Background: an optimization exercise with open tools, aiming at small area. Do not read the settings as production practice.
Function was checked by simulation only, so behaviour that the tests miss may differ from the original.
No driver is modelled on the clock port, so clocking that relies on it looks cheaper here than on a real chip.
Power and IR drop assume default switching activity.

==> config.mk <==
export PLATFORM = sky130hd
export DESIGN_NAME = multicycle_processor
export DESIGN_NICKNAME = multicycle_processor
export VERILOG_FILES = /design/flow/design.v
export SDC_FILE = /design/flow/constraint.sdc
export NUM_CORES = 4
export LEC_CHECK = 0
export CAP_MARGIN = 10
export CORE_MARGIN = 2
export CORE_UTILIZATION = 65
export GPL_TIMING_DRIVEN = 0
export SLEW_MARGIN = 10
==> constraint.sdc <==
create_clock -name core_clock -period 10.0 [get_ports {Clock}]
set_input_delay 2.0000 -clock core_clock [delete_from_list [all_inputs] [get_ports {Clock}]]
set_output_delay 2.0000 -clock core_clock [all_outputs]
set_load 0.01 [all_outputs]
==> design.v <==
package multicycle_processor_pkg;
  localparam int DATA_W    = 16;
  localparam int ADDR_W    = 7;
  localparam int IR_W      = 9;
  typedef enum logic [2:0] {
    OP_MV   = 3'd0,
    OP_MVI  = 3'd1,
    OP_ADD  = 3'd2,
    OP_SUB  = 3'd3,
    OP_MVNZ = 3'd4,
    OP_LD   = 3'd5,
    OP_ST   = 3'd6,
    OP_NOP  = 3'd7
  } opcode_e;
  typedef enum logic [2:0] {
    T0 = 3'd0,
    T1 = 3'd1,
    T2 = 3'd2,
    T3 = 3'd3,
    T4 = 3'd4,
    T5 = 3'd5
  } tstep_e;
  typedef enum logic [3:0] {
    SEL_R0   = 4'd0,
    SEL_R1   = 4'd1,
    SEL_R2   = 4'd2,
    SEL_R3   = 4'd3,
    SEL_R4   = 4'd4,
    SEL_R5   = 4'd5,
    SEL_R6   = 4'd6,
    SEL_R7   = 4'd7,
    SEL_G    = 4'd8,
    SEL_DIN  = 4'd9,
    SEL_NONE = 4'd15
  } bus_sel_e;
  typedef enum logic {
    ALU_ADD = 1'b0,
    ALU_SUB = 1'b1
  } alu_op_e;
  function automatic logic [3:0] reg_sel(input logic [2:0] r);
    reg_sel = {1'b0, r};
  endfunction
endpackage
module regn
(
  input  logic              Clock,
  input  logic              Resetn,
  input  logic              Rin,
  input  logic [multicycle_processor_pkg::DATA_W-1:0] R,
  output logic [multicycle_processor_pkg::DATA_W-1:0] Q
);
  always_ff @(posedge Clock or negedge Resetn) begin
    if (!Resetn) Q <= '0;
    else if (Rin) Q <= R;
  end
endmodule
module multicycle_processor
(
  input  logic              Clock,
  input  logic              Resetn,
  input  logic              Run,
  output logic              Done,
  output logic [multicycle_processor_pkg::DATA_W-1:0] BusWires,
  output logic [2:0]        Tstep,
  output logic [multicycle_processor_pkg::DATA_W-1:0] Rx_data,
  output logic [multicycle_processor_pkg::DATA_W-1:0] Ry_data,
  output logic [multicycle_processor_pkg::ADDR_W-1:0] MemAddr,
  output logic [multicycle_processor_pkg::DATA_W-1:0] MemWData,
  output logic              MemWrite,
  input  logic [multicycle_processor_pkg::DATA_W-1:0] MemRData
);
  logic [2:0]  t_q, t_d;
  logic [8:0]  ir_q;
  logic [15:0] r_q [0:7];
  logic        nz_q;
  logic [15:0] alu, pc_inc;
  logic [2:0] op, rx, ry;
  assign op = ir_q[8:6];
  assign rx = ir_q[5:3];
  assign ry = ir_q[2:0];
  logic t0, t1, t2, t3, t4, t5;
  assign t0 = (t_q == 3'd0);
  assign t1 = (t_q == 3'd1);
  assign t2 = (t_q == 3'd2);
  assign t3 = (t_q == 3'd3);
  assign t4 = (t_q == 3'd4);
  assign t5 = (t_q == 3'd5);
  logic o_mv, o_mvi, o_addsub, o_mvnz, o_ld, o_st, o_nop;
  assign o_mv     = (op == 3'd0);
  assign o_mvi    = (op == 3'd1);
  assign o_addsub = (op[2:1] == 2'b01);
  assign o_mvnz   = (op == 3'd4);
  assign o_ld     = (op == 3'd5);
  assign o_st     = (op == 3'd6);
  assign o_nop    = (op == 3'd7);
  logic s_r7, s_rx, s_ry, s_din, s_alu;
  assign s_r7  = (t0 & Run) | (t3 & o_mvi);
  logic s_r7v;
  assign s_r7v = s_r7 & vld[7];
  assign s_rx  = (t3 & o_addsub) | (t4 & o_st);
  assign s_ry  = (t3 & (o_mv | o_ld | o_st | (o_mvnz & nz_q))) | (t4 & o_addsub);
  assign s_din = t5 & (o_mvi | o_ld);
  assign s_alu = t5 & o_addsub;
  always_comb begin
    Rx_data = '0;
    Ry_data = '0;
    for (int k = 0; k < 8; k++) begin
      Rx_data = Rx_data | ({16{rx == k && vld[k]}} & r_q[k]);
      Ry_data = Ry_data | ({16{ry == k && vld[k]}} & r_q[k]);
    end
  end
  logic [15:0] alu_b;
  logic [16:0] alu_c;
  logic        c8_q;
  assign alu_b    = Ry_data ^ {16{op[0]}};
  assign alu_c[0] = op[0];
  for (genvar b = 0; b < 16; b++) begin : g_alu
    logic cin;
    if (b == 8) begin : g_c8
      assign cin = c8_q;
    end else begin : g_cb
      assign cin = alu_c[b];
    end
    assign alu[b]     = Rx_data[b] ^ alu_b[b] ^ cin;
    assign alu_c[b+1] = (Rx_data[b] & alu_b[b]) | (cin & (Rx_data[b] ^ alu_b[b]));
  end
  always_ff @(posedge Clock) begin
    c8_q <= alu_c[8];
  end
  logic [16:0] pc_c;
  assign pc_c[0] = incr_pc;
  for (genvar b = 0; b < 16; b++) begin : g_inc
    assign pc_inc[b] = BusWires[b] ^ pc_c[b];
    assign pc_c[b+1] = BusWires[b] & pc_c[b];
  end
  assign BusWires = ({16{s_r7v}} & r_q[7])
                  | ({16{s_rx}}  & Rx_data)
                  | ({16{s_ry}}  & Ry_data)
                  | ({16{s_din}} & MemRData)
                  | ({16{s_alu}} & alu);
  logic done, wr_rx, incr_pc;
  assign done    = (t3 & (o_mv | o_mvnz | o_nop)) | t5;
  assign wr_rx   = (t3 & (o_mv | (o_mvnz & nz_q))) | (t5 & (o_mvi | o_ld | o_addsub));
  assign incr_pc = s_r7;
  always_ff @(posedge Clock) begin
    if (t2) ir_q[8:6] <= MemRData[8:6];
  end
  always_comb begin
    if (done)          t_d = 3'd0;
    else if (t0)       t_d = Run ? 3'd1 : 3'd0;
    else               t_d = t_q + 3'd1;
  end
  always_ff @(posedge Clock or negedge Resetn) begin
    if (!Resetn) begin
      t_q  <= 3'd0;
      ir_q[5:0] <= '0;
      nz_q <= 1'b0;
    end else begin
      t_q <= t_d;
      if (t2) ir_q[5:0] <= MemRData[5:0];
      if (s_alu) nz_q <= |BusWires;
    end
  end
  logic [7:0] vld;
  genvar i;
  generate
    for (i = 0; i < 7; i++) begin : g_r
      always_ff @(posedge Clock or negedge Resetn) begin
        if (!Resetn) vld[i] <= 1'b0;
        else if (wr_rx && rx == i) vld[i] <= 1'b1;
      end
      always_ff @(posedge Clock) begin
        if (wr_rx && rx == i) r_q[i] <= BusWires;
      end
    end
  endgenerate
  always_ff @(posedge Clock or negedge Resetn) begin
    if (!Resetn) vld[7] <= 1'b0;
    else if (incr_pc || (wr_rx && rx == 3'd7)) vld[7] <= 1'b1;
  end
  always_ff @(posedge Clock) begin
    if (incr_pc || (wr_rx && rx == 3'd7)) r_q[7] <= pc_inc;
  end
  logic use_ry;
  assign use_ry  = t_q[2] & (o_ld | o_st);
  logic [6:0] pc_dec;
  logic [7:0] pc_bw;
  assign pc_bw[0] = 1'b1;
  for (genvar b = 0; b < 7; b++) begin : g_dec
    assign pc_dec[b]  = r_q[7][b] ^ pc_bw[b];
    assign pc_bw[b+1] = ~r_q[7][b] & pc_bw[b];
  end
  assign MemAddr = use_ry ? Ry_data[6:0] : pc_dec;
  assign MemWData = Rx_data;
  assign MemWrite = t5 & o_st;
  assign Done  = done;
  assign Tstep = t_q;
endmodule
==> flow/run.sh <==
#!/bin/bash
# Standard ORFS layout (standard.sh's make line) with: ABC mapping for area,
# every cell first swapped to its smallest drive strength, port buffers of
# buf_1, and a clock tree of small clock buffers without dummy loads.
set -uo pipefail
HERE=$(pwd)
export FLOW_SYNTH_TCL=$HERE/synth_recipe.tcl
export FLOW_ABC_SCRIPT=$HERE/flow/abc_area.script
export BUFFER_PORTS_ARGS="-buffer_cell sky130_fd_sc_hd__buf_1"
export CTS_ARGS="-sink_clustering_enable -repair_clock_nets -dont_use_dummy_load -buf_list {sky130_fd_sc_hd__clkbuf_4 sky130_fd_sc_hd__clkbuf_8}"
export POST_FLOORPLAN_TCL=$HERE/flow/downsize.tcl
sed -e "s#SYNTH_SCRIPT=[^ ]*#SYNTH_SCRIPT=$HERE/flow/synth.tcl#" standard.sh > $HERE/standard_own.sh
bash $HERE/standard_own.sh > $HERE/standard_flow.log 2>&1
==> flow/abc_area.script <==
&get -n
&st
&dch
&nf -R 1000
&st
&syn2
&if -g -K 6
&synch2
&nf -R 1000
&st
&syn2
&if -g -K 6
&synch2
&nf -R 1000
&put
topo
dnsize -c
==> flow/downsize.tcl <==
# Swap each standard cell for the smallest-area cell of the same family
# (same function and pins, other drive strength). Timing repair later in the
# flow sizes back up wherever the 10 ns clock or slew/cap limits need it.
set db [ord::get_db]
set block [[$db getChip] getBlock]
set saved 0.0
set n 0
foreach inst [$block getInsts] {
  set m [$inst getMaster]
  set name [$m getName]
  if {![regexp {^(sky130_fd_sc_hd__[a-z0-9]+)_([0-9]+)$} $name -> base drive]} { continue }
  if {[string match "*tap*" $base] || [string match "*fill*" $base] || [string match "*decap*" $base] || [string match "*conb*" $base]} { continue }
  set area [expr {[$m getWidth] * [$m getHeight]}]
  set best $name
  set barea $area
  foreach d {0 1 2 3 4 6 8 12 16} {
    set c ${base}_$d
    if {$c eq $name} { continue }
    set cm [$db findMaster $c]
    if {$cm eq "NULL" || $cm eq ""} { continue }
    set ca [expr {[$cm getWidth] * [$cm getHeight]}]
    if {$ca < $barea} { set best $c; set barea $ca }
  }
  if {$best ne $name} {
    replace_cell [$inst getName] $best
    set saved [expr {$saved + ($area - $barea) / 1.0e6}]
    incr n
  }
}
puts "downsize: replaced $n cells, saved $saved um^2"
==> flow/synth.tcl <==
# The standard flow's synthesis (synth_recipe.tcl: ORFS synthesis without fsm/share, then
# flatten and rename) with ABC mapping the logic by an area-oriented script.
proc abc {args} {
  set i [lsearch $args -script]
  if {$i >= 0} { lset args [expr {$i + 1}] $::env(FLOW_ABC_SCRIPT) }
  yosys abc {*}$args
}
source $::env(FLOW_SYNTH_TCL)
==> standard.sh <==
#!/bin/bash
# synth_recipe.tcl (not shown) runs the flow's synth.tcl, then flattens the netlist and writes it again
# the make line also repeats each setting of config.mk as NAME=value (left out here)
make -C /OpenROAD-flow-scripts/flow DESIGN_CONFIG=/design/flow/config.mk WORK_HOME=/design/flow/orfs CLKGATE_MAP_FILE= SYNTH_SCRIPT=/design/flow/synth_recipe.tcl "${@:-finish}"
==> metrics.md, run 1 <==
| Metric | Value |
|---|---|
| GRT Util Overall | 0.408 |
| Clock share of power | 0.136 |
| CTS Buf Count | 17 |
| Synthesized area | about 7600 um2 |
| Rows | 39 |
| Post-synthesis sequential area ratio | 0.582 |
| Worst Tran Pin Value | around 1200 ps |
| # DRC | 0 |
| Critical Path Fanout Max | 9 |
| Clock Skew | 26.5 ps |
| Tot Pwr | approximately 2500 uW |
| Cell total after placement | roughly 830 |
| Seq. cell area | 4400 um2 |
| Area share of the largest cell type after synthesis | 0.520 |
| VDD IR max | about 0.24 mV |
| Post-synth top flop | edfxtp_1 |
| Largest stage delay on the critical path | 1000 ps |
| WP buf/inv | 4 |
| P&R area growth vs syn | 15.4% |
| Max H-tree Level | 4 |
| Gr ovfl total | 0 |
| Power Internal | around 1400 uW |
| Period Utilization, post-route | 0.906 |
| RSZ-0062 raised after global routing | no |
| Reg2reg start | ir_q[2]$_DFFE_PN0N_ |
| Slew headroom | 0.189 |
| Family with the most delay on the worst path | adder cells |
| Status | timing/DRC/antenna clean |
| Post-CTS setup buffers | 0 |
| R2R Setup Slk | about 1700 ps |
| FILL cells | 739 |
| Synth cell types | 42 |
| Largest net degree at the start of global routing | 24 |
| Seq pwr share | 0.367 |
| Area contributors post-synth | edfxtp_1 (52%), a22oi_1 (11%), dfrtp_1 (6.0%) |
| Startpoint Class | flop |
| Crit path launch | ir_q[0]$_DFFE_PN0N_ |
| Most frequent cells in the layout | edfxtp_1 (131), buf_1 (110), a22oi_1 (107) |
| Die area | 12500 um2 |
| Hold crit path type | flop to flop |
| Arrival time worst endpoint | approximately 7000 ps |
| Final WS setup | 943 ps |
| Commonest non-fill, non-tap cell in the layout | edfxtp_1 |
| Avg Cell Area, Syn | approximately 13 um2 |
| Routability cong. | roughly 0.9 |
| Critical Path RT | approximately 8000 ps |
| Antenna diodes | 0 |
| Via density | approximately 7.7 |
| CTS max path bufs | 2 |
| #FFs+latches synth | 150 |
| First drt pass iteration count | 10 |
| Net Sw Power | 1090 uW |
| Crit-path cells | nor4b_2 > buf_4 > a22oi_1 > nand4_1 > xor2_1 > fa_1 > fa_1 > fa_1 > fa_1 > fa_1 > fa_1 > clkinv_1 > fa_1 > xor2_1 > xnor2_1 > xnor2_1 > a21oi_1 > clkinv_1 > buf_1 |
| Crit end category | primary output |
| Top Ports | 95 |
| Syn Inst Count | 571 |
| Number of stages on the worst setup path | 19 |
| Core ar. | around 11000 um2 |
| Antenna violations before repair | 0 |
| Hold WS | 503 ps |
| Total clock sinks | 150 |
| Post-CTS resize count | 0 |
| Initial core utilization | 0.666 |
| Die width | roughly 110 um |
| Worst R2R Path Depth | 23 |
| Pwr Density | around 290 nW/um2 |
| Post-Syn Nets | between 600 and 700 |
| Post-synth EDFFs | between 100 and 150 |
| Final Hold Fails | 0 |
| Area leader, netlist | edfxtp_1 |
| Dpl ws | roughly 1600 ps |
| DR vias | around 6500 |
| Gate power share | 0.497 |
| Hold buffer count at cts | 0 |
| WS Path Type | flop to primary output |
| Dpl hpwl | between 15000 and 20000 um |
| Vias in the first global route | 6189 |
| Final Max Tran Viols | 0 |
| Switching Share | 0.436 |
| CTS tree | done |
| R2R Path End | r_q[7][15]$_DFFE_PP_ |
| Cell Count, Final, Fillers Out | roughly 850 |
| Layout cells sized above 1 | 0.0945 |
| Reg clk slew, reported paths | ~80 ps |
| Per-cell routed wire length | between 20 and 30 um |
| Clock period minus worst slack | a little over 9000 ps |
| Synth warn | 2 |
| Initial DRC count | about 1300 |
| First-pass GRT wire length | ~37000 um |
| DRT antenna net count | 0 |
| Area occupied by multi-input gates | around 3100 um2 |
| Max cap viols | 0 |
| CTS root buffer | clkbuf_8 |
| Slowest CP cell | nor4b_2 |
| Port bufs | 94 |
| Skew-Pair Late Insertion Delay | roughly 460 ps |
| Worst Setup EP | BusWires[15] |
| Die Span Y | 112 um |
| Aggregate routed wire length | 25500 um |
| Final setup viols | 0 |
| P_leak | about 0.003 uW |
| Final-stage net count | 769 |
| Post-synth ARST share | 0.120 |
| Most used cell, CP | fa_1 |
| Max Clk Rate | about 110 MHz |
power groups by stage:
| stage | Combinational, uW | Clock [uW] | Sequential (uW) |
|---|---|---|---|
| global route | 1320 | 361 | 924 |
| detailed placement | 1190 | 0 | 932 |
| global placement | 1090 | 0 | 915 |
| finish | 1240 | 340 | 917 |
| CTS | 1200 | 336 | 919 |
| floorplan | 781 | 0 | 891 |
area by class of cell:
type | instances | share of cell area
Buffer | 16 | 0.00688
Clock buffer | 17 | 0.0268
Inverter | 23 | 0.00988
Multi-Input combinational cell | 382 | 0.353
Sequential cell | 150 | 0.504
Tap cell | 143 | 0.0205
Timing Repair Buffer | 121 | 0.0789
metal layers:
metal | GRT usage | vias to the layer above | part of all wire
li1 | - | 2600 | -
met1 | 0.539 | 3101 | 0.34
met2 | 0.607 | 700 | 0.45
met3 | 0.144 | 125 | 0.16
met4 | 0.199 | 0 | 0.051
met5 | 0.0118 | - | 0
worst register-to-register path: stages, from the launching register on:
cell and delay (ps):
dfrtp_1 600, and4b_1 1060, a22oi_1 160, nand4_1 300, mux2i_1 330, fa_1 230, clkinv_1 90, fa_1 480
fa_1 490, fa_1 470, fa_1 450, fa_1 500, fa_1 500, a222oi_1 340, nand2_1 280, ha_1 300
ha_1 200, ha_1 210, ha_1 210, ha_1 180, ha_1 170, ha_1 190, ha_1 200, xnor2_1 130
cells in the mapped netlist (all sizes together) (5+ instances only):
master	instances
edfxtp	131
a22oi	107
nand2	32
ha	25
clkinv	23
nor2	22
dfrtp	18
a221oi	17
nand4	17
a22o	16
buf	16
fa	14
nand3	12
and3	11
xnor2	11
a222oi	10
o21ai	10
a21oi	9
or2	9
xor2	9
mux2	6
nor3	6
nand2b	5
nor2b	5
through the flow:
stage / utilization / TNS (ps) / cell area (um2)
after floorplan: - / 0 / 7570
after global routing: 0.768 / 0 / 8730
final: 0.768 / 0 / 8730
after CTS: 0.766 / 0 / 8710
after detailed placement: 0.745 / 0 / 8470
after global placement: 0.707 / -3610 / 8040
sequential cells by signal (all words and copies together), names as in the netlist:
name  flops
c8_q      1
ir_q      9
nz_q      1
r_q     128
t_q       3
vld       8
kinds of logic (layout without fill, tap and decap cells):
| group | Yosys count | after routing | share of synthesized area |
|---|---|---|---|
| adders and majority gates | 39 | 39 | 0.0784 |
| AOI/OAI and AO/OA | 181 | 181 | 0.184 |
| xor gates and xnor gates | 20 | 20 | 0.0231 |
| muxes | 7 | 7 | 0.0102 |
| and+or+nand+nor | 135 | 135 | 0.0956 |
| DFF | 150 | 150 | 0.582 |
| buffers and inverters | 39 | 177 | 0.0273 |
worst min-delay path by stage:
stage	from	depth (start not counted)	end
CTS	vld[5]$_DFFE_PN0P_	1	vld[5]$_DFFE_PN0P_
finish	vld[3]$_DFFE_PN0P_	1	vld[3]$_DFFE_PN0P_
global placement	vld[0]$_DFFE_PN0P_	1	vld[0]$_DFFE_PN0P_
floorplan	vld[0]$_DFFE_PN0P_	1	vld[0]$_DFFE_PN0P_
detailed placement	vld[3]$_DFFE_PN0P_	1	vld[3]$_DFFE_PN0P_
global route	vld[6]$_DFFE_PN0P_	1	vld[6]$_DFFE_PN0P_
==> run 2: changes to the inputs <==
--- a/config.mk
+++ b/config.mk
@@ -5,8 +5,7 @@
 export SDC_FILE = /design/flow/constraint.sdc
 export NUM_CORES = 4
 export LEC_CHECK = 0
-export CAP_MARGIN = 10
+export CAP_MARGIN = 0
 export CORE_MARGIN = 2
 export CORE_UTILIZATION = 65
-export GPL_TIMING_DRIVEN = 0
-export SLEW_MARGIN = 10
+export SLEW_MARGIN = 0
==> metrics.md, run 2 <==
| Metric | Value |
|---|---|
| VDD IR max | 0.211 mV (-11%) |
| CTS max path bufs | 2 (unchanged) |
| Largest net degree at the start of global routing | 24 (unchanged) |
| Reg2reg start | ir_q[0]$_DFFE_PN0N_ |
| Clock Skew | 28.1 ps (+1.61 ps) |
| Final Max Tran Viols | 0 (unchanged) |
| Reg clk slew, reported paths | 60 ps (-20 ps) |
| First-pass GRT wire length | 36300 um (-2.4%) |
| Critical Path Fanout Max | 10 (+1) |
| Die Span Y | 112 um (unchanged) |
| Avg Cell Area, Syn | 13.3 um2 (unchanged) |
| Post-Syn Nets | 629 (unchanged) |
| Post-synth top flop | edfxtp_1 |
| RSZ-0062 raised after global routing | no |
| Dpl ws | 1910 ps (+344 ps) |
| CTS root buffer | clkbuf_8 |
| Top Ports | 95 (unchanged) |
| Clock share of power | 0.138 (+0.002) |
| Synthesized area | 7570 um2 (unchanged) |
| Seq pwr share | 0.372 (+0.005) |
| Syn Inst Count | 571 (unchanged) |
| Aggregate routed wire length | 24200 um (-4.8%) |
| Main combinational cell family by area after synthesis | compound AO/OA/AOI/OAI gates |
| Area contributors post-synth | edfxtp_1 (52%), a22oi_1 (11%), dfrtp_1 (6.0%) |
| Max H-tree Level | 4 (unchanged) |
| Critical Path RT | 8000 ps (about the same) |
| Antenna diodes | 0 (unchanged) |
| Initial DRC count | 1466 (+12%) |
| Crit end category | primary output |
| P_leak | 0.00296 uW (-1.8%) |
| WS Path Type | flop to primary output |
| DRT antenna net count | 0 (unchanged) |
| Post-CTS setup buffers | 0 (unchanged) |
| DR vias | 6387 (-2.1%) |
| Post-synth ARST share | 0.120 (unchanged) |
| Most frequent cells in the layout | edfxtp_1 (131), a22oi_1 (107), buf_1 (94) |
| Net Sw Power | 1080 uW (-1.2%) |
| Via density | 7.64 (-0.26%) |
| Synth cell types | 42 (unchanged) |
| Largest Register | r_q |
| Largest register FFs | 128 (unchanged) |
| Synth warn | 2 (unchanged) |
| Hold path start | vld[6]$_DFFE_PN0P_ |
| Post-synthesis sequential area ratio | 0.582 (unchanged) |
| Max Clk Rate | 115 MHz (+3.9%) |
| Rows | 39 (unchanged) |
| Power Internal | 1390 uW (-1.6%) |
| Area leader, netlist | edfxtp_1 |
| Skew-Pair Late Insertion Delay | 460 ps (about the same) |
| Vias in the first global route | 6153 (-0.58%) |
| GRT Util Overall | 0.396 (-0.0127) |
| Die width | 112 um (unchanged) |
| Max cap viols | 0 (unchanged) |
| Gate power share | 0.490 (-0.007) |
| Commonest non-fill, non-tap cell in the layout | edfxtp_1 |
| Antenna violations before repair | 0 (unchanged) |
| Final setup viols | 0 (unchanged) |
| Core ar. | 11400 um2 (unchanged) |
| Post-synth EDFFs | 131 (unchanged) |
| Dpl hpwl | 15600 um (-9.4%) |
| Final-stage net count | 753 (-2.1%) |
| Setup TNS | 0 ps (unchanged) |
| Most frequent cell after synthesis | edfxtp_1 |
| FILL cells | 750 (+1.5%) |
| P&R area growth vs syn | 12.3% |
| Status | timing/DRC/antenna clean |
| Die area | 12500 um2 (unchanged) |
| Area share of fa/ha/maj cells after synthesis | 0.0784 (unchanged) |
| Clock period minus worst slack | 8720 ps (-340 ps) |
| Mux cell area share after synthesis | 0.0102 (unchanged) |
| Startpoint Class | flop |
| Compound-cell area share of the yosys netlist | 0.184 (unchanged) |
| Crit path launch | ir_q[0]$_DFFE_PN0N_ |
| Final Hold Fails | 0 (unchanged) |
| Pwr Density | 290 nW/um2 (+1.3%) |
| Cell Count, Final, Fillers Out | 836 (-1.9%) |
| Slew headroom | 0.206 (+0.0172) |
| Biggest regs | r_q x128, ir_q x9, vld x8 |
| Hold buffer count at cts | 0 (unchanged) |
| # DRC | 0 (unchanged) |
| Post-Synth XOR/XNOR Area | 0.0231 (unchanged) |
| Port bufs | 94 (unchanged) |
| Cell total after placement | 819 (-1.8%) |
| Switching Share | 0.437 (+0.00116) |
| Total clock sinks | 150 (unchanged) |
| Layout Utilization | 0.748 (-0.0204) |
| Final WS setup | 1280 ps (+340 ps) |
| CTS tree | done |
| Routability cong. | 0.988 (+12%) |
| Per-cell routed wire length | 29.0 um (-3.0%) |
| Gr ovfl total | 0 (unchanged) |
| Initial core utilization | 0.666 (unchanged) |
| Arrival time worst endpoint | 6720 ps (-340 ps) |
| Period Utilization, post-route | 0.872 (-0.0340) |
| Simple-gate area share of the yosys netlist | 0.0956 (unchanged) |
| Hold crit path type | flop to flop |
| Layout cells sized above 1 | 0.0794 (-0.0151) |
| Post-CTS resize count | 0 (unchanged) |
| First drt pass iteration count | 8 (-2) |
| #FFs+latches synth | 150 (unchanged) |
| Worst Tran Pin Value | 1190 ps (-13.7 ps) |
| CTS Buf Count | 17 (unchanged) |
| Post-synth top cells | edfxtp_1 (131), a22oi_1 (107), nand2_1 (32) |
| Area share of the largest cell type after synthesis | 0.520 (unchanged) |
==> run 2: logic make-up after synthesis <==
group | Yosys count
AO/OA/AOI/OAI | 181
flip-flops | 150
AND/OR/NAND/NOR | 135
buffers and inverters | 39
adder cells (fa/ha/maj) | 39
XOR/XNOR | 20
multiplexers | 7
==> run 2: power by group through the flow <==
| stage | Combinational (uW) | Sequential (uW) | Clock (uW) |
|---|---|---|---|
| final | 1210 | 916 | 339 |
| after global routing | 1280 | 924 | 367 |
| after CTS | 1170 | 911 | 339 |
| after detailed placement | 1160 | 923 | 0 |
| after global placement | 1130 | 920 | 0 |
| after floorplan | 781 | 891 | 0 |
==> run 2: worst max-delay path, cell delays in order, from the launching register on <==
cell,delay (ps)
dfrtp_1,500
nor4b_2,1010
a22oi_1,210
nand4_1,300
mux2i_1,300
fa_1,260
clkinv_1,100
fa_1,470
fa_1,430
fa_1,450
fa_1,440
fa_1,480
fa_1,480
a222oi_1,310
nand2_1,310
buf_1,210
==> run 2: final cells by class <==
class / instances / area, um2 / area share
repair buffers: 121 / 556 / 0.0653
clock buffers: 17 / 234 / 0.0275
multi-input cells: 382 / 3040 / 0.358
well taps: 143 / 179 / 0.0210
inverters: 23 / 86.3 / 0.0102
flip-flops and latches: 150 / 4400 / 0.518
==> run 2: final timing paths <==
kind	to	slack (ps)	cells past startpoint
min reg2reg	vld[6]$_DFFE_PN0P_	510	1
min	vld[6]$_DFFE_PN0P_	510	1
max reg2reg	r_q[7][15]$_DFFE_PP_	1840	23
max	BusWires[7]	1280	15
min in group asynchronous	nz_q$_DFFE_PN0P_	1700	1
max in group asynchronous	vld[0]$_DFFE_PN0P_	7650	1
==> run 2: per-layer routing <==
metal	global-route usage	vias to the layer above	routed length [um]	part of all wire
met4	0.206	0	1200	0.049
met2	0.587	695	10700	0.44
met3	0.109	121	3810	0.16
li1	-	2561	-	-
met5	0	-	0	0
met1	0.540	3010	8550	0.35
==> run 2: metrics by stage <==
step / power (uW) / area [um2] / hold slack [ps]
2_1_floorplan: 1670 / 7570 / 450
3_3_place_gp: 2050 / 8270 / 483
3_5_place_dp: 2090 / 8270 / 494
4_1_cts: 2420 / 8500 / 506
5_1_grt: 2580 / 8500 / 526
6_report: 2460 / 8500 / 508
==> run 3: changes to the inputs <==
==> flow/abc_area.script (replaced) <==
&get -n
&st
&dch
&nf -R 1000 -p
&st
&syn2
&if -g -K 6
&synch2
&nf -R 1000 -p
&st
&syn2
&if -g -K 6
&synch2
&nf -R 1000 -p
&st
&dch
&nf -R 1000 -p
&put
topo
dnsize -c
--- a/config.mk
+++ b/config.mk
@@ -8,4 +8,5 @@
 export CAP_MARGIN = 0
 export CORE_MARGIN = 2
 export CORE_UTILIZATION = 65
+export PLACE_DENSITY = 0.75
 export SLEW_MARGIN = 0
==> metrics.md, run 3 <==
| Metric | Value |
|---|---|
| Total clock sinks | 150 (unchanged) |
| Post-Syn Nets | 603 (-4.1%) |
| Arrival time worst endpoint | 6800 ps (+80 ps) |
| Routability cong. | 0.912 (-7.7%) |
| Largest register FFs | 128 (unchanged) |
| Final Max Tran Viols | 0 (unchanged) |
| Clock period minus worst slack | 8800 ps (+79.1 ps) |
| Antenna violations before repair | 0 (unchanged) |
| Area leader, netlist | edfxtp_1 |
| Vias in the first global route | 5801 (-5.7%) |
| GRT Util Overall | 0.378 (-0.0177) |
| Post-CTS resize count | 0 (unchanged) |
| CTS Buf Count | 17 (unchanged) |
| Max Clk Rate | 114 MHz (-0.90%) |
| Skew-Pair Late Insertion Delay | 470 ps (about the same) |
| DRT antenna net count | 0 (unchanged) |
| Commonest non-fill, non-tap cell in the layout | edfxtp_1 |
| Worst Tran Pin Value | 1250 ps (+60.9 ps) |
| Period Utilization, post-route | 0.880 (+0.00791) |
| Aggregate routed wire length | 23100 um (-4.7%) |
| Setup TNS | 0 ps (unchanged) |
| Post-synth top cells | edfxtp_1 (131), a22oi_1 (98), nand2_1 (41) |
| Post-Synth XOR/XNOR Area | 0.0236 (+0.000429) |
| Area share of fa/ha/maj cells after synthesis | 0.0798 (+0.00145) |
| Port bufs | 94 (unchanged) |
| Critical Path RT | 8000 ps (about the same) |
| CTS max path bufs | 2 (unchanged) |
| Crit end category | primary output |
| Area share of the largest cell type after synthesis | 0.529 (+0.00963) |
| Worst R2R Path Depth | 24 (+4.3%) |
| CTS tree | done |
| Post-synthesis sequential area ratio | 0.593 (+0.0108) |
| Die Span Y | 111 um (-0.88%) |
| Syn Inst Count | 545 (-4.6%) |
| First drt pass iteration count | 9 (+1) |
| Max H-tree Level | 4 (unchanged) |
| Initial DRC count | 1343 (-8.4%) |
| P_leak | 0.00289 uW (-2.3%) |
| Post-synth ARST share | 0.120 (unchanged) |
| Die area | 12300 um2 (-1.8%) |
| Area contributors post-synth | edfxtp_1 (53%), a22oi_1 (9.9%), dfrtp_1 (6.1%) |
| VDD IR max | 0.185 mV (-12%) |
| P&R area growth vs syn | 12.1% |
| Largest net degree at the start of global routing | 19 (-21%) |
| Hold Path Stages | 1 (unchanged) |
| Hold path start | vld[0]$_DFFE_PN0P_ |
| Dpl hpwl | 14600 um (-6.1%) |
| First-pass GRT wire length | 34000 um (-6.6%) |
| Compound-cell area share of the yosys netlist | 0.175 (-0.00822) |
| Via density | 7.49 (-2.0%) |
| Reg clk slew, reported paths | 60 ps (about the same) |
| Clock Skew | 24.0 ps (-4.05 ps) |
| Hold buffer count at cts | 0 (unchanged) |
| Final setup viols | 0 (unchanged) |
| Tot Pwr | 2460 uW (-0.15%) |
| Simple-gate area share of the yosys netlist | 0.0963 (+0.000760) |
| Most frequent cells in the layout | edfxtp_1 (131), a22oi_1 (98), buf_1 (94) |
| Hold crit path type | flop to flop |
| Avg Cell Area, Syn | 13.6 um2 (+2.9%) |
| Post-synth EDFFs | 131 (unchanged) |
| Layout cells sized above 1 | 0.0813 (+0.00196) |
| Startpoint Class | flop |
| Initial core utilization | 0.659 (-0.00645) |
| Biggest regs | r_q x128, ir_q x9, vld x8 |
| # DRC | 0 (unchanged) |
| Post-CTS setup buffers | 0 (unchanged) |
| Synthesized area | 7430 um2 (-1.8%) |
| Final-stage net count | 724 (-3.9%) |
| Gr ovfl total | 0 (unchanged) |
| CTS root buffer | clkbuf_8 |
| #FFs+latches synth | 150 (unchanged) |
| R2R Setup Slk | 1960 ps (+120 ps) |
| Most frequent cell after synthesis | edfxtp_1 |
| Synth warn | 2 (unchanged) |
| Largest Register | r_q |
| Critical Path Fanout Max | 10 (unchanged) |
| Status | timing/DRC/antenna clean |
| Max cap viols | 0 (unchanged) |
| Reg2reg start | ir_q[1]$_DFFE_PN0N_ |
| Crit path launch | ir_q[0]$_DFFE_PN0N_ |
| Antenna diodes | 0 (unchanged) |
| Rows | 39 (unchanged) |
| Per-cell routed wire length | 28.6 um (-1.3%) |
| WS Path Type | flop to primary output |
| Pwr Density | 295 nW/um2 (+1.9%) |
| DR vias | 6045 (-5.4%) |
| Die width | 111 um (-0.88%) |
| Slew headroom | 0.165 (-0.0414) |
| Final Hold Fails | 0 (unchanged) |
| Post-synth top flop | edfxtp_1 |
| Top Ports | 95 (unchanged) |
| Mux cell area share after synthesis | 0.00909 (-0.00116) |
| Main combinational cell family by area after synthesis | compound AO/OA/AOI/OAI gates |
| Synth cell types | 36 (-14%) |
| Core ar. | 11300 um2 (-0.86%) |
| RSZ-0062 raised after global routing | no |
[run 3: cell count changes after synthesis, moves of 6 or more]
cell / change
nor2_1: -8
xnor2_1: -6
a21oi_1: -9
a22oi_1: -9
a221oi_1: -14
nand2_1: +9
and3_1: -10
a222oi_1: +27
clkinv_1: -9
xor2_1: +6
a22o_1: -14
[run 3: worst max-delay path, cell delays in order (launching register included)]
cell,delay [ps]
dfrtp_1,480
nor4b_2,1090
buf_4,340
a222oi_1,90
nand3_1,200
xor2_1,100
fa_1,400
fa_1,420
fa_1,460
fa_1,480
fa_1,470
fa_1,430
clkinv_1,70
fa_1,180
xor2_1,180
xnor2_1,90
o211ai_1,640
buf_1,220
[run 3: worst paths after layout]
kind                                        end
setup / recovery                   BusWires[15]
hold / removal               vld[0]$_DFFE_PN0P_
setup reg to reg           r_q[7][15]$_DFFE_PP_
hold reg to reg              vld[0]$_DFFE_PN0P_
max in group asynchronous    vld[0]$_DFFE_PN0P_
min in group asynchronous      nz_q$_DFFE_PN0P_
[run 3: area by class of cell]
class / instances / area, um2
Fill cell: 754 / 2940
Tap cell: 143 / 179
Clock buffer: 17 / 234
Multi-Input combinational cell: 365 / 2930
Sequential cell: 150 / 4400
Timing Repair Buffer: 118 / 533
Inverter: 14 / 52.6
[run 3: per-stage QoR]
| stage | util | std cells | worst slack (ps) | area (um2) | hold WS (ps) |
|---|---|---|---|---|---|
| 2_1_floorplan | - | 545 | 2090 | 7430 | 450 |
| 3_3_place_gp | 0.718 | 790 | 1960 | 8100 | 489 |
| 3_5_place_dp | 0.718 | 790 | 1780 | 8100 | 496 |
| 4_1_cts | 0.739 | 807 | 1310 | 8330 | 510 |
| 5_1_grt | 0.739 | 807 | 1020 | 8330 | 522 |
| 6_report | 0.739 | 807 | 1200 | 8330 | 509 |
[run 3: metal layers]
metal	up-vias	GRT usage	share of wire
met5	-	0	0
met2	577	0.568	0.45
met1	2852	0.516	0.35
met3	119	0.0831	0.14
met4	0	0.215	0.053
li1	2497	-	-
[run 3: cells by family after synthesis]
family,Yosys count
AND/OR/NAND/NOR,136
flip-flops,150
AO/OA/AOI/OAI,164
adder cells (fa/ha/maj),39
XOR/XNOR,20
buffers and inverters,30
multiplexers,6
[run 3: power by group]
group          total (uW)  switching, uW  internal, uW
Clock                 341            192           149
Sequential            930           99.6           830
Combinational        1190            784           403
Total                2460           1080          1380
==> run 4: changes to the inputs <==
--- a/config.mk
+++ b/config.mk
@@ -8,5 +8,4 @@
 export CAP_MARGIN = 0
 export CORE_MARGIN = 2
 export CORE_UTILIZATION = 65
-export PLACE_DENSITY = 0.75
 export SLEW_MARGIN = 0
==> metrics.md, run 4 <==
| Metric | Value |
|---|---|
| Hold buffer count at cts | 0 (unchanged) |
| Post-synth EDFFs | 131 (unchanged) |
| Commonest non-fill, non-tap cell in the layout | edfxtp_1 |
| Crit end category | primary output |
| Antenna diodes | 0 (unchanged) |
| Gr ovfl total | 0 (unchanged) |
| Hold path start | vld[5]$_DFFE_PN0P_ |
| Clock share of power | 0.136 (-0.003) |
| Per-cell routed wire length | 29.9 um (+4.6%) |
| Worst R2R Path Depth | 24 (unchanged) |
| CTS max path bufs | 2 (unchanged) |
| Pwr Density | 297 nW/um2 (+0.81%) |
| Die area | 12300 um2 (unchanged) |
| Status | timing/DRC/antenna clean |
| Post-CTS setup buffers | 0 (unchanged) |
| Startpoint Class | flop |
| Power Internal | 1380 uW (about the same) |
| P_leak | 0.00289 uW (-0.15%) |
| Tot Pwr | 2480 uW (+0.69%) |
| CTS tree | done |
| #FFs+latches synth | 150 (unchanged) |
| Critical Path RT | 8000 ps (about the same) |
| Net Sw Power | 1090 uW (+1.6%) |
| Skew-Pair Late Insertion Delay | 460 ps (about the same) |
| Setup TNS | 0 ps (unchanged) |
| Max H-tree Level | 4 (unchanged) |
| FILL cells | 748 (-0.80%) |
| P&R area growth vs syn | 12.0% |
| Largest register FFs | 128 (unchanged) |
| RSZ-0062 raised after global routing | no |
| Die width | 111 um (unchanged) |
| Post-synth top flop | edfxtp_1 |
| Period Utilization, post-route | 0.873 (-0.00666) |
| Reg2reg start | ir_q[1]$_DFFE_PN0N_ |
| Biggest regs | r_q x128, ir_q x9, vld x8 |
| Final setup viols | 0 (unchanged) |
| Syn Inst Count | 545 (unchanged) |
| Slew headroom | 0.0993 (-0.0655) |
| Clock Skew | 27.3 ps (+3.26 ps) |
| Reg clk slew, reported paths | 60 ps (about the same) |
| First drt pass iteration count | 8 (-1) |
| # DRC | 0 (unchanged) |
| Clock period minus worst slack | 8730 ps (-66.6 ps) |
| First-pass GRT wire length | 35700 um (+5.0%) |
| Post-synth top cells | edfxtp_1 (131), a22oi_1 (98), nand2_1 (41) |
| Vias in the first global route | 6074 (+4.7%) |
| Synth cell types | 36 (unchanged) |
| Critical Path Fanout Max | 16 (+6) |
| Avg Cell Area, Syn | 13.6 um2 (unchanged) |
| Max Clk Rate | 115 MHz (+0.76%) |
| Largest Register | r_q |
| Initial core utilization | 0.659 (unchanged) |
| CTS Buf Count | 17 (unchanged) |
| Area leader, netlist | edfxtp_1 |
| Post-synthesis sequential area ratio | 0.593 (unchanged) |
| R2R Setup Slk | 1820 ps (-140 ps) |
| Hold Path Stages | 1 (unchanged) |
| DR vias | 6208 (+2.7%) |
| Largest net degree at the start of global routing | 21 (+2) |
| Hold crit path type | flop to flop |
| Initial DRC count | 1395 (+3.9%) |
| Switching Share | 0.441 (+0.00389) |
| Post-CTS resize count | 0 (unchanged) |
| R2R Path End | r_q[7][15]$_DFFE_PP_ |
| GRT Util Overall | 0.394 (+0.0165) |
| Area share of the largest cell type after synthesis | 0.529 (unchanged) |
| Gr busiest metal | met2 |
| Dpl hpwl | 14700 um (+0.67%) |
| Top Ports | 95 (unchanged) |
| DRT antenna net count | 0 (unchanged) |
| GR Util met3 | 0.127 (+0.0437) |
| GR Util met2 | 0.558 (-0.00982) |
| Die Span Y | 111 um (unchanged) |
| Area contributors post-synth | edfxtp_1 (53%), a22oi_1 (9.9%), dfrtp_1 (6.1%) |
| VDD IR max | 0.187 mV (+0.89%) |
| Worst Tran Pin Value | 1350 ps (+95.1 ps) |
| Most frequent cell after synthesis | edfxtp_1 |
| Total clock sinks | 150 (unchanged) |
| Port bufs | 94 (unchanged) |
| Synth warn | 2 (unchanged) |
| Antenna violations before repair | 1 (+1) |
| Gate power share | 0.485 (+0.002) |
| WS Path Type | flop to primary output |
| Layout cells sized above 1 | 0.0784 (-0.00289) |
| Most frequent cells in the layout | edfxtp_1 (131), a22oi_1 (98), buf_1 (94) |
| Synthesized area | 7430 um2 (unchanged) |
| Final Max Tran Viols | 0 (unchanged) |
| WHS Endpoint | vld[5]$_DFFE_PN0P_ |
| Max cap viols | 0 (unchanged) |
| CTS root buffer | clkbuf_8 |
| Post-Syn Nets | 603 (unchanged) |
| Rows | 39 (unchanged) |
| Arrival time worst endpoint | 6730 ps (-70 ps) |
| Final Hold Fails | 0 (unchanged) |
| Aggregate routed wire length | 24100 um (+4.4%) |
| Via density | 7.70 (+2.8%) |
| Final-stage net count | 723 (-0.14%) |
| GR met1 Demand/Resource | 0.540 (+0.0237) |
| Seq pwr share | 0.379 (about the same) |
| Core ar. | 11300 um2 (unchanged) |
| Post-synth ARST share | 0.120 (unchanged) |
| Routability cong. | 0.908 (-0.39%) |
==> run 4: worst max-delay path, stage by stage, from the launching register on <==
cell and delay (ps):
dfrtp_1 490, nor4bb_4 1160, a222oi_1 250, nand3_1 290, nand2_1 110, o21ai_0 160, fa_1 260, clkinv_1 90
fa_1 450, fa_1 450, fa_1 450, fa_1 460, fa_1 470, fa_1 490, a222oi_1 240, nand2_1 260
buf_1 200
==> run 4: cell type report <==
class	count	area, um2	share of cell area
repair buffers	117	526	0.0632
clock buffers	17	234	0.0281
well taps	143	179	0.0215
inverters	14	52.6	0.00632
multi-input cells	365	2930	0.352
flip-flops and latches	150	4400	0.529
==> run 4: worst max-delay path by stage <==
stage,start,endpoint,slack [ps],cells after the start
final,ir_q[1]$_DFFE_PN0N_,BusWires[7],1270,16
after CTS,ir_q[1]$_DFFE_PN0N_,BusWires[15],1380,16
after global routing,ir_q[1]$_DFFE_PN0N_,BusWires[15],1040,16
after floorplan,ir_q[0]$_DFFE_PN0N_,BusWires[15],2090,15
after global placement,ir_q[1]$_DFFE_PN0N_,BusWires[15],2050,16
after detailed placement,ir_q[1]$_DFFE_PN0N_,BusWires[15],1840,16
==> run 4: power groups by stage <==
stage	clock, uW	combinational (uW)	sequential, uW
floorplan	0	799	903
global placement	0	1120	939
detailed placement	0	1170	945
CTS	341	1170	932
global route	362	1290	945
finish	338	1200	937
==> run 4: stage by stage <==
stage	utilization	hold WS, ps	area, um2	cells	setup WS [ps]
final	0.738	519	8320	806	1270
after global routing	0.738	541	8320	806	1040
after CTS	0.738	517	8320	806	1380
after detailed placement	0.717	498	8090	789	1840
after global placement	0.717	495	8090	789	2050
after floorplan	-	450	7430	545	2090
==> run 4: cell families after synthesis <==
logic type               Yosys count  synth area share
AO/OA/AOI/OAI                    164             0.175
flip-flops                       150             0.593
AND/OR/NAND/NOR                  136            0.0963
adder cells (fa/ha/maj)           39            0.0798
buffers and inverters             30            0.0232
XOR/XNOR                          20            0.0236
multiplexers                       6           0.00909
==> run 4: routing by layer <==
metal	vias up	wire, um
met5	-	11
met2	660	10300
met4	2	1320
li1	2491	-
met1	2913	8580
met3	142	3860
==> run 5: changes to the inputs <==
--- a/config.mk
+++ b/config.mk
@@ -8,4 +8,5 @@
 export CAP_MARGIN = 0
 export CORE_MARGIN = 2
 export CORE_UTILIZATION = 65
+export PLACE_DENSITY = 0.9
 export SLEW_MARGIN = 0
==> metrics.md, run 5 <==
| Metric | Value |
|---|---|
| Status | timing/DRC/antenna clean |
| Synthesized area | 7430 um2 (unchanged) |
| Top Ports | 95 (unchanged) |
| GRT Util Overall | 0.382 (-0.0119) |
| Arrival time worst endpoint | 6760 ps (+30 ps) |
| Post-synth EDFFs | 131 (unchanged) |
| Post-Syn Nets | 603 (unchanged) |
| Pwr Density | 297 nW/um2 (about the same) |
| Crit end category | primary output |
| Hold buffer count at cts | 0 (unchanged) |
| Final-stage net count | 723 (unchanged) |
| CTS Buf Count | 17 (unchanged) |
| Hold path start | vld[6]$_DFFE_PN0P_ |
| Routability cong. | 0.975 (+7.3%) |
| Clock Skew | 29.3 ps (+1.96 ps) |
| Reg2reg start | ir_q[1]$_DFFE_PN0N_ |
| Tot Pwr | 2470 uW (-0.10%) |
| Area contributors post-synth | edfxtp_1 (53%), a22oi_1 (9.9%), dfrtp_1 (6.1%) |
| WP buf/inv | 2 (unchanged) |
| Skew-Pair Late Insertion Delay | 470 ps (about the same) |
| Post-synth top cells | edfxtp_1 (131), a22oi_1 (98), nand2_1 (41) |
| Post-synthesis sequential area ratio | 0.593 (unchanged) |
| Max Clk Rate | 114 MHz (-0.37%) |
| P_leak | 0.00288 uW (-0.24%) |
| Post-synth top flop | edfxtp_1 |
| Family with the most delay on the worst path | adder cells |
| Largest Register | r_q |
| RSZ-0062 raised after global routing | no |
| CTS root buffer | clkbuf_8 |
| Syn Inst Count | 545 (unchanged) |
| Die Span Y | 111 um (unchanged) |
| Slowest CP cell | nor4bb_2 |
| Hold crit path type | flop to flop |
| Startpoint Class | flop |
| First drt pass iteration count | 12 (+4) |
| Largest register FFs | 128 (unchanged) |
| Area share of the largest cell type after synthesis | 0.529 (unchanged) |
| DRT antenna net count | 0 (unchanged) |
| Core ar. | 11300 um2 (unchanged) |
| Hold WS | 524 ps (+4.59 ps) |
| Rows | 39 (unchanged) |
| Worst Tran Pin Value | 1390 ps (+47.0 ps) |
| Final Hold Fails | 0 (unchanged) |
| Cell Count, Final, Fillers Out | 806 (unchanged) |
| Initial core utilization | 0.659 (unchanged) |
| Critical Path RT | 8000 ps (about the same) |
| Setup TNS | 0 ps (unchanged) |
| Via density | 7.93 (+3.0%) |
| Synth warn | 2 (unchanged) |
| Placed cell area | 8080 um2 (-0.11%) |
| Max H-tree Level | 4 (unchanged) |
| Reg clk slew, reported paths | 60 ps (about the same) |
| R2R Setup Slk | 1880 ps (+60 ps) |
| Area leader, netlist | edfxtp_1 |
| P&R area growth vs syn | 11.9% |
| # DRC | 0 (unchanged) |
| Post-synth ARST share | 0.120 (unchanged) |
| Total clock sinks | 150 (unchanged) |
| Crit-path cells | nor4bb_2 > a222oi_1 > nand3_1 > xor2_1 > fa_1 > fa_1 > fa_1 > fa_1 > fa_1 > fa_1 > clkinv_1 > fa_1 > xor2_1 > xnor2_1 > o211ai_1 > buf_1 |
| #FFs+latches synth | 150 (unchanged) |
| Number of stages on the worst setup path | 16 (unchanged) |
| Post-CTS resize count | 0 (unchanged) |
| CTS tree | done |
| Final setup viols | 0 (unchanged) |
| First-pass GRT wire length | 35000 um (-1.8%) |
| R2R Path End | r_q[7][15]$_DFFE_PP_ |
| Largest stage delay on the critical path | 1200 ps (+40 ps) |
| DR vias | 6392 (+3.0%) |
| Commonest non-fill, non-tap cell in the layout | edfxtp_1 |
| Cell total after placement | 789 (unchanged) |
| WS Path Type | flop to primary output |
| Die area | 12300 um2 (unchanged) |
| Final Max Tran Viols | 0 (unchanged) |
| FILL cells | 728 (-2.7%) |
| Area occupied by multi-input gates | 2920 um2 (-0.30%) |
| Seq. cell area | 4400 um2 (unchanged) |
| Biggest regs | r_q x128, ir_q x9, vld x8 |
| Synth cell types | 36 (unchanged) |
| Hold Path Stages | 1 (unchanged) |
| Worst R2R Path Depth | 24 (unchanged) |
| CTS max path bufs | 2 (unchanged) |
| Critical Path Fanout Max | 10 (-6) |
| Aggregate routed wire length | 23300 um (-3.4%) |
| Slew headroom | 0.0579 (-0.0414) |
| Gr ovfl total | 0 (unchanged) |
| Initial DRC count | 1518 (+8.8%) |
| Most frequent cells in the layout | edfxtp_1 (131), a22oi_1 (98), buf_1 (94) |
| Largest net degree at the start of global routing | 21 (unchanged) |
| Worst Setup EP | BusWires[15] |
| Most frequent cell after synthesis | edfxtp_1 |
| Post-CTS setup buffers | 0 (unchanged) |
| Crit path launch | ir_q[1]$_DFFE_PN0N_ |
| Antenna diodes | 0 (unchanged) |
| Die width | 111 um (unchanged) |
| Clock period minus worst slack | 8760 ps (+32.2 ps) |
| Max cap viols | 0 (unchanged) |
| Avg Cell Area, Syn | 13.6 um2 (unchanged) |
| Port bufs | 94 (unchanged) |
| Layout cells sized above 1 | 0.0784 (unchanged) |
| Vias in the first global route | 6246 (+2.8%) |
| VDD IR max | 0.194 mV (+3.8%) |
| Period Utilization, post-route | 0.876 (+0.00323) |
| Final instance area | 8310 um2 (-0.11%) |
| Dpl hpwl | 14700 um (-0.44%) |
| Per-cell routed wire length | 28.9 um (-3.4%) |
| Most used cell, CP | fa_1 |
| Antenna violations before repair | 0 (-1) |
## run 5: cell count changes in the layout (fill, tap and decap cells not counted)
cell	previous run	this run
nor4bb_4	1	0
nor4bb_2	0	1
## run 5: worst min path at each step
stage                              end  slack (ps)
floorplan           vld[0]$_DFFE_PN0P_         450
global placement    vld[6]$_DFFE_PN0P_         480
detailed placement  vld[6]$_DFFE_PN0P_         500
CTS                 vld[6]$_DFFE_PN0P_         520
global route        vld[6]$_DFFE_PN0P_         540
finish              vld[6]$_DFFE_PN0P_         520
## run 5: power by group
part           total [uW]  switching, uW  internal (uW)
Combinational        1210            805            401
Sequential            926           95.1            831
Clock                 341            191            149
## run 5: routing by layer
metal  global-route usage  vias up  share of wire
met1                0.493     2969           0.33
met2                0.569      760           0.45
li1                     -     2488              -
met3                0.123      175           0.16
met4                0.235        0          0.064
met5                    0        -              0
## run 5: worst register-to-register path, stage by stage (launching register included)
cell	delay, ps
dfrtp_1	480
nor4bb_2	1200
a222oi_1	220
nand3_1	290
nand2_1	110
o21ai_0	150
fa_1	240
clkinv_1	90
fa_1	460
fa_1	450
fa_1	430
fa_1	430
fa_1	460
fa_1	480
a222oi_1	250
nand2_1	260
ha_1	300
ha_1	190
ha_1	220
ha_1	200
ha_1	180
ha_1	190
ha_1	200
ha_1	200
xor2_1	160
## run 5: cells by family after synthesis
logic type / synth area share
flops: 0.593
compound gates: 0.175
buf+inv: 0.0232
xor+xnor: 0.0236
simple gates: 0.0963
mux: 0.00909
fa+ha+maj: 0.0798
## run 5: area by class of cell
cell class / instances / area share
clock buffer: 17 / 0.0281
inverter: 14 / 0.00632
multi-input combinational: 365 / 0.351
sequential: 150 / 0.530
tap: 143 / 0.0215
timing repair buffer: 117 / 0.0632
## run 5: through the flow
step / worst slack [ps] / utilization
after floorplan: 2090 / -
after global placement: 2250 / 0.717
after detailed placement: 1880 / 0.717
after CTS: 1410 / 0.737
after global routing: 1050 / 0.737
final: 1240 / 0.737
==> run 6: changes to the inputs <==
--- a/flow/run.sh
+++ b/flow/run.sh
@@ -7,7 +7,7 @@
 export FLOW_SYNTH_TCL=$HERE/synth_recipe.tcl
 export FLOW_ABC_SCRIPT=$HERE/flow/abc_area.script
 export BUFFER_PORTS_ARGS="-buffer_cell sky130_fd_sc_hd__buf_1"
-export CTS_ARGS="-sink_clustering_enable -repair_clock_nets -dont_use_dummy_load -buf_list {sky130_fd_sc_hd__clkbuf_4 sky130_fd_sc_hd__clkbuf_8}"
+export CTS_ARGS="-sink_clustering_enable -repair_clock_nets -dont_use_dummy_load -buf_list {sky130_fd_sc_hd__clkbuf_4 sky130_fd_sc_hd__clkbuf_8} -sink_clustering_size 35 -sink_clustering_max_diameter 150"
 export POST_FLOORPLAN_TCL=$HERE/flow/downsize.tcl
 sed -e "s#SYNTH_SCRIPT=[^ ]*#SYNTH_SCRIPT=$HERE/flow/synth.tcl#" standard.sh > $HERE/standard_own.sh
 bash $HERE/standard_own.sh > $HERE/standard_flow.log 2>&1
==> flow/abc_area.script (replaced) <==
&get -n
&st
&dch
&nf -R 1000
&st
&syn2
&if -g -K 6
&synch2
&nf -R 1000
&st
&syn2
&if -g -K 6
&synch2
&nf -R 1000
&put
topo
dnsize -c
--- a/config.mk
+++ b/config.mk
@@ -8,5 +8,4 @@
 export CAP_MARGIN = 0
 export CORE_MARGIN = 2
 export CORE_UTILIZATION = 65
-export PLACE_DENSITY = 0.9
 export SLEW_MARGIN = 0
==> metrics.md, run 6 <==
| Metric | Value |
|---|---|
| Final-stage net count | 753 (+4.1%) |
| Reg clk slew, reported paths | 60 ps (about the same) |
| Gr busiest metal | met2 |
| Hold crit path type | flop to flop |
| Post-synth top cells | edfxtp_1 (131), a22oi_1 (107), nand2_1 (32) |
| Area leader, netlist | edfxtp_1 |
| Crit end category | primary output |
| Dpl ws | 1910 ps (+24.4 ps) |
| Via density | 7.64 (-3.7%) |
| Hold WS | 508 ps (-15.6 ps) |
| Avg Cell Area, Syn | 13.3 um2 (-2.8%) |
| Initial core utilization | 0.666 (+0.00645) |
| FILL cells | 750 (+3.0%) |
| Synth cell types | 42 (+17%) |
| Post-synth top flop | edfxtp_1 |
| Seq. cell area | 4400 um2 (unchanged) |
| Synthesized area | 7570 um2 (+1.9%) |
| Antenna violations before repair | 0 (unchanged) |
| Clock Skew | 28.1 ps (-1.16 ps) |
| First-pass GRT wire length | 36300 um (+3.8%) |
| Tot Pwr | 2460 uW (-0.43%) |
| RSZ-0062 raised after global routing | no |
| Top Ports | 95 (unchanged) |
| P_leak | 0.00296 uW (+2.7%) |
| Largest register FFs | 128 (unchanged) |
| #FFs+latches synth | 150 (unchanged) |
| Initial DRC count | 1466 (-3.4%) |
| Status | timing/DRC/antenna clean |
| Dpl hpwl | 15600 um (+6.2%) |
| Layout cells sized above 1 | 0.0794 (+0.000934) |
| DRT antenna net count | 0 (unchanged) |
| Final WS setup | 1280 ps (+44.7 ps) |
| Antenna diodes | 0 (unchanged) |
| Net Sw Power | 1080 uW (-1.4%) |
| Gr ovfl total | 0 (unchanged) |
| Synth warn | 2 (unchanged) |
| Critical Path Fanout Max | 10 (unchanged) |
| Setup TNS | 0 ps (unchanged) |
| Post-Syn Nets | 629 (+4.3%) |
| Seq pwr share | 0.372 (-0.002) |
| Skew-Pair Late Insertion Delay | 460 ps (about the same) |
| CTS Buf Count | 17 (unchanged) |
| Core ar. | 11400 um2 (+0.87%) |
| Final Hold Fails | 0 (unchanged) |
| Most frequent cell after synthesis | edfxtp_1 |
| Pwr Density | 290 nW/um2 (-2.7%) |
| Total clock sinks | 150 (unchanged) |
| Vias in the first global route | 6153 (-1.5%) |
| Most frequent cells in the layout | edfxtp_1 (131), a22oi_1 (107), buf_1 (94) |
| Per-cell routed wire length | 29.0 um (+0.30%) |
| Clock share of power | 0.138 (about the same) |
| WS Path Type | flop to primary output |
| Post-CTS resize count | 0 (unchanged) |
| Commonest non-fill, non-tap cell in the layout | edfxtp_1 |
| Max Clk Rate | 115 MHz (+0.51%) |
| Area share of the largest cell type after synthesis | 0.520 (-0.00963) |
| Startpoint Class | flop |
| Die area | 12500 um2 (+1.8%) |
| Area contributors post-synth | edfxtp_1 (52%), a22oi_1 (11%), dfrtp_1 (6.0%) |
| CTS tree | done |
| Aggregate routed wire length | 24200 um (+4.0%) |
| Slew headroom | 0.206 (+0.148) |
| Port bufs | 94 (unchanged) |
| Gate power share | 0.490 (+0.002) |
| DR vias | 6387 (-0.078%) |
| Max H-tree Level | 4 (unchanged) |
| Routability cong. | 0.988 (+1.3%) |
| Period Utilization, post-route | 0.872 (-0.00447) |
| Clock period minus worst slack | 8720 ps (-44.7 ps) |
| Final Max Tran Viols | 0 (unchanged) |
| Post-synth EDFFs | 131 (unchanged) |
| Switching Share | 0.437 (-0.00428) |
| Critical Path RT | 8000 ps (about the same) |
| Post-CTS setup buffers | 0 (unchanged) |
| Post-synthesis sequential area ratio | 0.582 (-0.0108) |
| P&R area growth vs syn | 12.3% |
| Largest net degree at the start of global routing | 24 (+14%) |
| Hold buffer count at cts | 0 (unchanged) |
| First drt pass iteration count | 8 (-4) |
| Die width | 112 um (+0.89%) |
| GRT Util Overall | 0.396 (+0.0132) |
| Largest Register | r_q |
| Power Internal | 1390 uW (+0.34%) |
| GR Util met2 | 0.587 (+0.0186) |
| VDD IR max | 0.211 mV (+8.8%) |
| Arrival time worst endpoint | 6720 ps (-40 ps) |
| Syn Inst Count | 571 (+4.8%) |
| Max cap viols | 0 (unchanged) |
| Worst Tran Pin Value | 1190 ps (-203 ps) |
| Die Span Y | 112 um (+0.89%) |
| Area occupied by multi-input gates | 3040 um2 (+4.4%) |
| Post-synth ARST share | 0.120 (unchanged) |
| Final setup viols | 0 (unchanged) |
| Rows | 39 (unchanged) |
| CTS max path bufs | 2 (unchanged) |
| GR Util met3 | 0.109 (-0.0141) |
| CTS root buffer | clkbuf_8 |
| GR met1 Demand/Resource | 0.540 (+0.0474) |
| # DRC | 0 (unchanged) |
| Biggest regs | r_q x128, ir_q x9, vld x8 |
-- run 6: cell types whose count changed after synthesis, sizes merged, moves of 6 or more --
| cell | before | now |
|---|---|---|
| a21oi | 0 | 9 |
| a221oi | 3 | 17 |
| a222oi | 37 | 10 |
| a22o | 2 | 16 |
| a22oi | 98 | 107 |
| and3 | 1 | 11 |
| clkinv | 14 | 23 |
| nand2 | 41 | 32 |
| nor2 | 14 | 22 |
| xnor2 | 5 | 11 |
| xor2 | 15 | 9 |
-- run 6: cell type report --
class,instances,share of cell area
flip-flops and latches,150,0.518
repair buffers,121,0.0653
well taps,143,0.0210
multi-input cells,382,0.358
clock buffers,17,0.0275
inverters,23,0.0102
-- run 6: metrics by stage --
step                cell area (um2)  std cells  utilization
CTS                            8500        836        0.748
global route                   8500        836        0.748
finish                         8500        836        0.748
global placement               8270        819        0.727
floorplan                      7570        571            -
detailed placement             8270        819        0.727
-- run 6: layer usage --
metal	up-vias	part of all wire
li1	2561	-
met3	121	0.16
met5	-	0
met4	0	0.049
met2	695	0.44
met1	3010	0.35
-- run 6: worst paths after layout --
check	start	endpoint	slack, ps	cells past startpoint
min	vld[6]$_DFFE_PN0P_	vld[6]$_DFFE_PN0P_	510	1
min reg2reg	vld[6]$_DFFE_PN0P_	vld[6]$_DFFE_PN0P_	510	1
min in group asynchronous	Resetn	nz_q$_DFFE_PN0P_	1700	1
max in group asynchronous	Resetn	vld[0]$_DFFE_PN0P_	7650	1
max	ir_q[0]$_DFFE_PN0N_	BusWires[7]	1280	15
max reg2reg	ir_q[0]$_DFFE_PN0N_	r_q[7][15]$_DFFE_PP_	1840	23
-- run 6: critical path, cell delays in order (launching register included) --
cell	delay (ps)
dfrtp_1	500
nor4b_2	1010
a22oi_1	210
nand4_1	300
mux2i_1	300
fa_1	260
clkinv_1	100
fa_1	470
fa_1	430
fa_1	450
fa_1	440
fa_1	480
fa_1	480
a222oi_1	310
nand2_1	310
buf_1	210
-- run 6: cells by family after synthesis --
| group | Yosys count | share of synthesized area |
|---|---|---|
| AOI/OAI and AO/OA | 181 | 0.184 |
| buffers and inverters | 39 | 0.0273 |
| and+or+nand+nor | 135 | 0.0956 |
| DFF | 150 | 0.582 |
| muxes | 7 | 0.0102 |
| xor gates and xnor gates | 20 | 0.0231 |
| adders and majority gates | 39 | 0.0784 |
-- run 6: power groups by stage --
stage               clock, uW  sequential [uW]  combinational (uW)
finish                    339              916                1210
detailed placement          0              923                1160
CTS                       339              911                1170
global route              367              924                1280
floorplan                   0              891                 781
global placement            0              920                1130
==> run 7: changes to the inputs <==
--- a/flow/run.sh
+++ b/flow/run.sh
@@ -9,5 +9,6 @@
 export BUFFER_PORTS_ARGS="-buffer_cell sky130_fd_sc_hd__buf_1"
 export CTS_ARGS="-sink_clustering_enable -repair_clock_nets -dont_use_dummy_load -buf_list {sky130_fd_sc_hd__clkbuf_4 sky130_fd_sc_hd__clkbuf_8} -sink_clustering_size 35 -sink_clustering_max_diameter 150"
 export POST_FLOORPLAN_TCL=$HERE/flow/downsize.tcl
+export POST_CTS_TCL=$HERE/flow/recover.tcl
 sed -e "s#SYNTH_SCRIPT=[^ ]*#SYNTH_SCRIPT=$HERE/flow/synth.tcl#" standard.sh > $HERE/standard_own.sh
 bash $HERE/standard_own.sh > $HERE/standard_flow.log 2>&1
==> flow/recover.tcl (new file) <==
# Area recovery after CTS: downsize cells on paths with slack to spare, fix
# any slew or capacitance this causes, and legalise the placement again.
estimate_parasitics -placement
repair_timing -recover_power 100 -setup_margin 0 -verbose
repair_design -slew_margin 0 -cap_margin 0
detailed_placement
check_placement
report_design_area
==> metrics.md, run 7 <==
| Metric | Value |
|---|---|
| Status | timing/DRC/antenna clean |
| Dpl hpwl | 15600 um (unchanged) |
| Setup TNS | 0 ps (unchanged) |
| # DRC | 0 (unchanged) |
| Aggregate routed wire length | 24300 um (+0.35%) |
| Skew-Pair Late Insertion Delay | 460 ps (about the same) |
| Hold path start | vld[6]$_DFFE_PN0P_ |
| Die width | 112 um (unchanged) |
| Commonest non-fill, non-tap cell in the layout | edfxtp_1 |
| Final-stage net count | 756 (+0.40%) |
| Area leader, netlist | edfxtp_1 |
| Placed cell area | 8270 um2 (unchanged) |
| Hold Path Stages | 1 (unchanged) |
| Worst R2R Path Depth | 23 (unchanged) |
| First-pass GRT wire length | 36300 um (unchanged) |
| Post-synth ARST share | 0.120 (unchanged) |
| Die Span Y | 112 um (unchanged) |
| Top Ports | 95 (unchanged) |
| Critical Path Fanout Max | 11 (+1) |
| Port bufs | 94 (unchanged) |
| GRT Util Overall | 0.395 (about the same) |
| Synthesized area | 7570 um2 (unchanged) |
| Final instance area | 8490 um2 (-0.10%) |
| Gr ovfl total | 0 (unchanged) |
| Crit end category | primary output |
| Met3 Routed Length | 3870 um (+1.7%) |
| Slew headroom | 0.0447 (-0.161) |
| Hold crit path type | flop to flop |
| DR WL met2 | 10800 um (+0.81%) |
| CTS tree | done |
| Initial core utilization | 0.666 (unchanged) |
| Synth cell types | 42 (unchanged) |
| Synth warn | 2 (unchanged) |
| First drt pass iteration count | 8 (unchanged) |
| Vias in the first global route | 6187 (+0.55%) |
| Post-synthesis sequential area ratio | 0.582 (unchanged) |
| Avg Cell Area, Syn | 13.3 um2 (unchanged) |
| Post-Syn Nets | 629 (unchanged) |
| Final setup viols | 0 (unchanged) |
| Worst Tran Pin Value | 1430 ps (+243 ps) |
| FILL cells | 754 (+0.53%) |
| Biggest regs | r_q x128, ir_q x9, vld x8 |
| WL met1 | 8510 um (-0.46%) |
| #FFs+latches synth | 150 (unchanged) |
| Reg2reg start | ir_q[2]$_DFFE_PN0N_ |
| Most frequent cell after synthesis | edfxtp_1 |
| Final Hold Fails | 0 (unchanged) |
| Largest Register | r_q |
| Critical Path RT | 8000 ps (about the same) |
| Pwr Density | 289 nW/um2 (about the same) |
| Via density | 7.62 (-0.30%) |
| Routability cong. | 0.988 (unchanged) |
| RSZ-0062 raised after global routing | no |
| WHS Endpoint | vld[6]$_DFFE_PN0P_ |
| Max cap viols | 0 (unchanged) |
| Area contributors post-synth | edfxtp_1 (52%), a22oi_1 (11%), dfrtp_1 (6.0%) |
| Antenna violations before repair | 0 (unchanged) |
| Area share of the largest cell type after synthesis | 0.520 (unchanged) |
| Arrival time worst endpoint | 6720 ps (about the same) |
| R2R Setup Slk | 1900 ps (+60 ps) |
| Post-synth top cells | edfxtp_1 (131), a22oi_1 (107), nand2_1 (32) |
| Tot Pwr | 2460 uW (-0.15%) |
| Clock Skew | 29.7 ps (+1.62 ps) |
| P&R area growth vs syn | 12.2% |
| Seq. cell area | 4400 um2 (unchanged) |
| Core ar. | 11400 um2 (unchanged) |
| Post-synth EDFFs | 131 (unchanged) |
| Largest net degree at the start of global routing | 24 (unchanged) |
| Clock period minus worst slack | 8720 ps (+4.93 ps) |
| DR vias | 6391 (+0.063%) |
| Die area | 12500 um2 (unchanged) |
| R2R Path End | r_q[7][15]$_DFFE_PP_ |
| Final WS setup | 1280 ps (-4.93 ps) |
| Per-cell routed wire length | 29.0 um (about the same) |
| Total clock sinks | 150 (unchanged) |
| Syn Inst Count | 571 (unchanged) |
| Largest register FFs | 128 (unchanged) |
| VDD IR max | 0.212 mV (+0.30%) |
| Period Utilization, post-route | 0.872 (about the same) |
| Reg clk slew, reported paths | 70 ps (about the same) |
| Initial DRC count | 1401 (-4.4%) |
| Max Clk Rate | 115 MHz (about the same) |
| Layout cells sized above 1 | 0.0690 (-0.0104) |
| Hold WS | 513 ps (+4.65 ps) |
| Final Max Tran Viols | 0 (unchanged) |
| Rows | 39 (unchanged) |
| Startpoint Class | flop |
| Antenna diodes | 0 (unchanged) |
| WS Path Type | flop to primary output |
| Post-synth top flop | edfxtp_1 |
| Area occupied by multi-input gates | 3040 um2 (-0.16%) |
| Max layer used | met4 |
| DRT antenna net count | 0 (unchanged) |
| Most frequent cells in the layout | edfxtp_1 (131), a22oi_1 (107), buf_1 (93) |
| P_leak | 0.00294 uW (-0.74%) |
| Dpl ws | 1910 ps (unchanged) |
## run 7: per-layer routing
metal | global-route usage | vias up
met5 | 0 | -
li1 | - | 2574
met4 | 0.212 | 0
met1 | 0.535 | 3014
met3 | 0.114 | 114
met2 | 0.586 | 689
## run 7: logic make-up (layout without fill, tap and decap cells)
kind of cell,count (synthesis),after routing,share of synthesized area
compound gates,181,181,0.184
xor+xnor,20,20,0.0231
fa+ha+maj,39,39,0.0784
buf+inv,39,164,0.0273
flops,150,150,0.582
mux,7,7,0.0102
simple gates,135,135,0.0956
## run 7: how the worst max path moves through the flow
stage                   startpoint      endpoint  slack, ps  cells past startpoint
6_report       ir_q[1]$_DFFE_PN0N_  BusWires[15]       1280                     19
5_1_grt        ir_q[1]$_DFFE_PN0N_  BusWires[15]       1000                     19
3_5_place_dp   ir_q[1]$_DFFE_PN0N_  BusWires[15]       1910                     19
3_3_place_gp   ir_q[2]$_DFFE_PN0N_  BusWires[15]       2010                     19
2_1_floorplan  ir_q[0]$_DFFE_PN0N_  BusWires[15]       1960                     17
## run 7: cell type report
type | instances | share of cell area
multi-input combinational | 382 | 0.358
sequential | 150 | 0.518
timing repair buffer | 124 | 0.0650
tap | 143 | 0.0211
clock buffer | 17 | 0.0275
inverter | 23 | 0.0102
## run 7: power by group
| part | internal, uW | switching [uW] |
|---|---|---|
| sequential | 816 | 98.6 |
| clock | 149 | 189 |
| combinational | 420 | 786 |
| total | 1380 | 1070 |
## run 7: worst max-delay path, cell delays in order (launching register included)
cell and delay, ps:
dfrtp_1 490, nor4bb_4 860, clkbuf_1 340, a22oi_1 150
nand4_1 180, xor2_1 110, fa_1 430, fa_1 440
fa_1 450, fa_1 470, fa_1 470, fa_1 430
clkinv_1 70, fa_1 180, xor2_1 170, xnor2_1 160
xnor2_1 80, a21oi_1 330, clkinv_1 270, buf_1 180
## run 7: stage by stage
stage / instances / util
floorplan: 571 / -
global placement: 819 / 0.727
detailed placement: 819 / 0.727
global route: 839 / 0.747
finish: 839 / 0.747
